This is an optimization exercise on Yosys and OpenROAD, whose aim is small area, a short achievable clock period and few clock cycles per item, not a production implementation.
At most, simulation tests tie the RTL to the original design; equivalence was not proved.

Setup of the baseline:
Design iir_direct_form_two_filter, start of the top module:
module iir_direct_form_two_filter (
    input  logic                                   aclk,
    input  logic                                   aresetn,
    input  logic                                   s_valid,
    output logic                                   s_ready,
    input  logic signed [iirdf2_pkg::SAMPLE_W-1:0] s_sample_in,
    output logic                                   m_valid,
    input  logic                                   m_ready,
    output logic signed [iirdf2_pkg::SAMPLE_W-1:0] m_sample_out,
    output logic                                   m_clipped,
    input  logic                                   cfg_wr_en,
    input  logic [iirdf2_pkg::REG_IDX_W-1:0]       cfg_index,
    input  logic [iirdf2_pkg::COEF_W-1:0]          cfg_data
);
clock: 9.0 ns
lec_check: 0
abc_area: 1
cap_margin: 20
cell_pad_in_sites_detail_placement: 1
core_margin: 2
core_utilization: 40
place_density: 0.5
setup_slack_margin: 3.0
slew_margin: 20
standard.sh (not shown) runs the stock make flow with config.mk's settings and CLKGATE_MAP_FILE= SYNTH_SCRIPT=/design/flow/synth_recipe.tcl, a recipe that flattens the netlist after the stock synthesis.
==> flow/flow/run.sh <==
#!/bin/bash
# Standard layout, with one netlist step between synthesis and floorplan:
# flow/polarity.py re-assigns the polarity of the full adders (and xor/xnor
# gates) of the synthesized netlist to drop most inverters between them.
# Registers and ports are left as they are.
set -euo pipefail
R=orfs/results/${FLOW_PLATFORM}/iir_direct_form_two_filter/base
bash standard.sh synth > synth.log 2>&1
cp $R/1_2_yosys.v 1_2_yosys.orig.v
python3 flow/polarity.py 1_2_yosys.orig.v $R/1_2_yosys.v 300000 > polarity.log 2>&1
rm -f $R/1_synth.odb $R/1_synth.sdc
bash standard.sh > layout.log 2>&1
Other scripts of this flow, unchanged in this note and not shown: flow/flow/polarity.py
Testbench counts of the baseline, summed over its fixed seeds: cycles 3,224, samples 3,200.
Modified inputs, the candidate compared to the baseline
- changing SETUP_SLACK_MARGIN from 3.0 to 2.5
==> comparison <==
Taking the baseline as the reference, in the candidate final standard cell count with taps included and fillers excluded fell 175; cell area fell 0.0031 sq mm; routed wire length fell about 2%.
Looking at count of plain and timing-repair buffers in the layout, the candidate sits below the baseline.
In the flow results for the baseline and the candidate, the maximum fanout encountered on the critical timing path is larger on the baseline.
Diff the baseline -> the candidate | headroom to the max-slew limit | increase of 4.4 points
Per the final summary, the baseline finished and its layout is clean on timing, DRC and antenna.
Every stage of the flow completed for the candidate, and the final layout passed the timing, DRC and antenna checks.
[the candidate] total via count in the routed design fell 1.6% relative to the baseline
Detailed-route wire length per cell was higher in the baseline than in the candidate.

Another version of the RTL of iir_direct_form_two_filter (not shown whole).
Size: about 61 I/O pins, roughly 84,000 µm² of cells after synthesis.
==> flow/design.v (excerpt) <==
module iir_direct_form_two_filter (
    input  logic                                   aclk,
    input  logic                                   aresetn,
    input  logic                                   s_valid,
    output logic                                   s_ready,
    input  logic signed [iirdf2_pkg::SAMPLE_W-1:0] s_sample_in,
    output logic                                   m_valid,
    input  logic                                   m_ready,
    output logic signed [iirdf2_pkg::SAMPLE_W-1:0] m_sample_out,
    output logic                                   m_clipped,
    input  logic                                   cfg_wr_en,
    input  logic [iirdf2_pkg::REG_IDX_W-1:0]       cfg_index,
    input  logic [iirdf2_pkg::COEF_W-1:0]          cfg_data
);
    localparam int EW  = iirdf2_pkg::ENC_W;
    localparam int SW  = iirdf2_pkg::STATE_W;
    localparam int WW  = iirdf2_pkg::WSUM_W;
    localparam int YW  = iirdf2_pkg::YSUM_W;
    localparam int XW  = iirdf2_pkg::SAMPLE_W;
    localparam int FW  = iirdf2_pkg::FRAC_W;
    logic [EW-1:0] b0e, b1e, b2e, b3e, a1e, a2e, a3e;
    logic [SW-1:0] d1, d2, d3;
    logic [SW-1:0] d1n;       
    logic [SW-1:0] d1y;       
    logic          vb, vc, vd, m_valid_reg;
    logic [WW-1:0] pa_b, pb_b;
  ...
clock: 9.0 ns
lec_check: 0
abc_area: 1
cap_margin: 20
cell_pad_in_sites_detail_placement: 1
core_margin: 2
core_utilization: 40
place_density: 0.5
setup_slack_margin: 3.0
slew_margin: 20
Scripts as last shown in full above: flow/flow/run.sh
Other scripts of this flow, unchanged in this note and not shown: flow/flow/polarity.py
Testbench counts at the start, summed over its fixed seeds: cycles 3,232, samples 3,200.
Change:
- SETUP_SLACK_MARGIN: 3.0 -> 3.4
After rerunning:
- The changed run went through all stages and came out clean
- clock skew came out higher by 0.0061 ns
- cell area came out higher by a few percent
- setup slack gains 0.18 ns
- synthesized area does not change
Change:
- SETUP_SLACK_MARGIN: 3.4 -> 3.2
After rerunning:
- sequential share of layout area rose by 0.31 points
- cell count falls by 0.98%
- worst setup slack is worse by 0.061 ns
- hold slack got worse by 0.0069 ns
- non-clock buffer count falls by 103
- synthesized area is unchanged
- global-route usage shrinks by 0.74 points

== P ==
iir_direct_form_two_filter, a different RTL version from the one above (not shown whole).
For scale: roughly 8700 cells after synthesis, about 61 I/O pins.
## iir_direct_form_two_filter
module iir_direct_form_two_filter (
    input  logic                                   aclk,
    input  logic                                   aresetn,
    input  logic                                   s_valid,
    output logic                                   s_ready,
    input  logic signed [iirdf2_pkg::SAMPLE_W-1:0] s_sample_in,
    output logic                                   m_valid,
    input  logic                                   m_ready,
    output logic signed [iirdf2_pkg::SAMPLE_W-1:0] m_sample_out,
    output logic                                   m_clipped,
    input  logic                                   cfg_wr_en,
    input  logic [iirdf2_pkg::REG_IDX_W-1:0]       cfg_index,
    input  logic [iirdf2_pkg::COEF_W-1:0]          cfg_data
);
    localparam int EW  = iirdf2_pkg::ENC_W;
    localparam int SW  = iirdf2_pkg::STATE_W;
    localparam int WW  = iirdf2_pkg::WSUM_W;
    localparam int YW  = iirdf2_pkg::YSUM_W;
    localparam int XW  = iirdf2_pkg::SAMPLE_W;
    logic [EW-1:0] b0e, b1e, b2e, b3e, a1e, a2e, a3e;
    logic [SW-1:0] d1, d2, d3;
    logic [SW-1:0] d1n;       
    logic [SW-1:0] d1y;       
    logic          vb, vc, m_valid_reg;
    logic [WW-1:0] pa_b, pb_b;
    logic [YW-1:0] ra_b, rb_b, qa_c, qb_c;
    logic          whit_c;
    logic [XW-1:0] y_reg;
    logic          clip_reg;
    logic          adv;
    logic [SW-1:0] s2, s3;
  ...
Settings: LEC_CHECK=0, ABC_AREA=1, CAP_MARGIN=20, CELL_PAD_IN_SITES_DETAIL_PLACEMENT=1, CORE_MARGIN=2, CORE_UTILIZATION=40, PLACE_DENSITY=0.5, SETUP_SLACK_MARGIN=3.6, SLEW_MARGIN=20; clock period 9.0 ns.
Scripts as last shown in full above: flow/flow/run.sh
Other scripts of this flow, unchanged in this note and not shown: flow/flow/polarity.py
> inputs changed (P -> Q)
Settings: SETUP_SLACK_MARGIN changed from 3.6 to 2.5.
### Flow results
- Aggregate routed wire length: Q vs P down 5.3%
- Changes observed in Q relative to P: via count decreased by 4.0% relative to the old numbers; utilization now sits lower; final cycle utilization of the critical path saw an increase.
No run of this note included a check of the RTL's function; only the layout flow was run.

==> separate check: timing with driven ports <==
Ports are ideal in the flow. The routed layouts listed here were re-timed in OpenROAD.
Step 1 assumes that a clkbuf_16 drives the clock port and a buf_2 every other input.
Step 2 also shifts input and output timing later by t, the mid clock arrival at the registers, as if the neighbouring blocks saw the same clock.
a / b / c = ideal / step 1 / step 2; a / b = the first two.
run | t, ns | setup WS [ns] | hold slack, ns | worst setup path at the end | clock arrival spread, ns
the baseline | 0.766 | 3.032 / 3.032 / 3.032 | 0.466 / 0.466 / 0.466 | register to register | 0.036 / 0.036
the candidate | 0.769 | 2.493 / 2.493 / 2.493 | 0.460 / 0.460 / 0.460 | register to register | 0.034 / 0.034
the first run of note 2 | 0.764 | 3.063 / 3.063 / 3.063 | 0.453 / 0.453 / 0.453 | register to register | 0.043 / 0.043
the second run of note 2 | 0.799 | 3.239 / 3.239 / 3.239 | 0.466 / 0.466 / 0.466 | register to register | 0.049 / 0.049
the third run of note 2 | 0.770 | 3.178 / 3.178 / 3.178 | 0.459 / 0.459 / 0.459 | register to register | 0.042 / 0.042
P | 0.772 | 2.982 / 2.982 / 2.982 | 0.462 / 0.462 / 0.462 | register to register | 0.049 / 0.049
Q | 0.774 | 2.513 / 2.513 / 2.513 | 0.477 / 0.477 / 0.477 | register to register | 0.047 / 0.048
After both steps setup and hold are still met in every run listed.
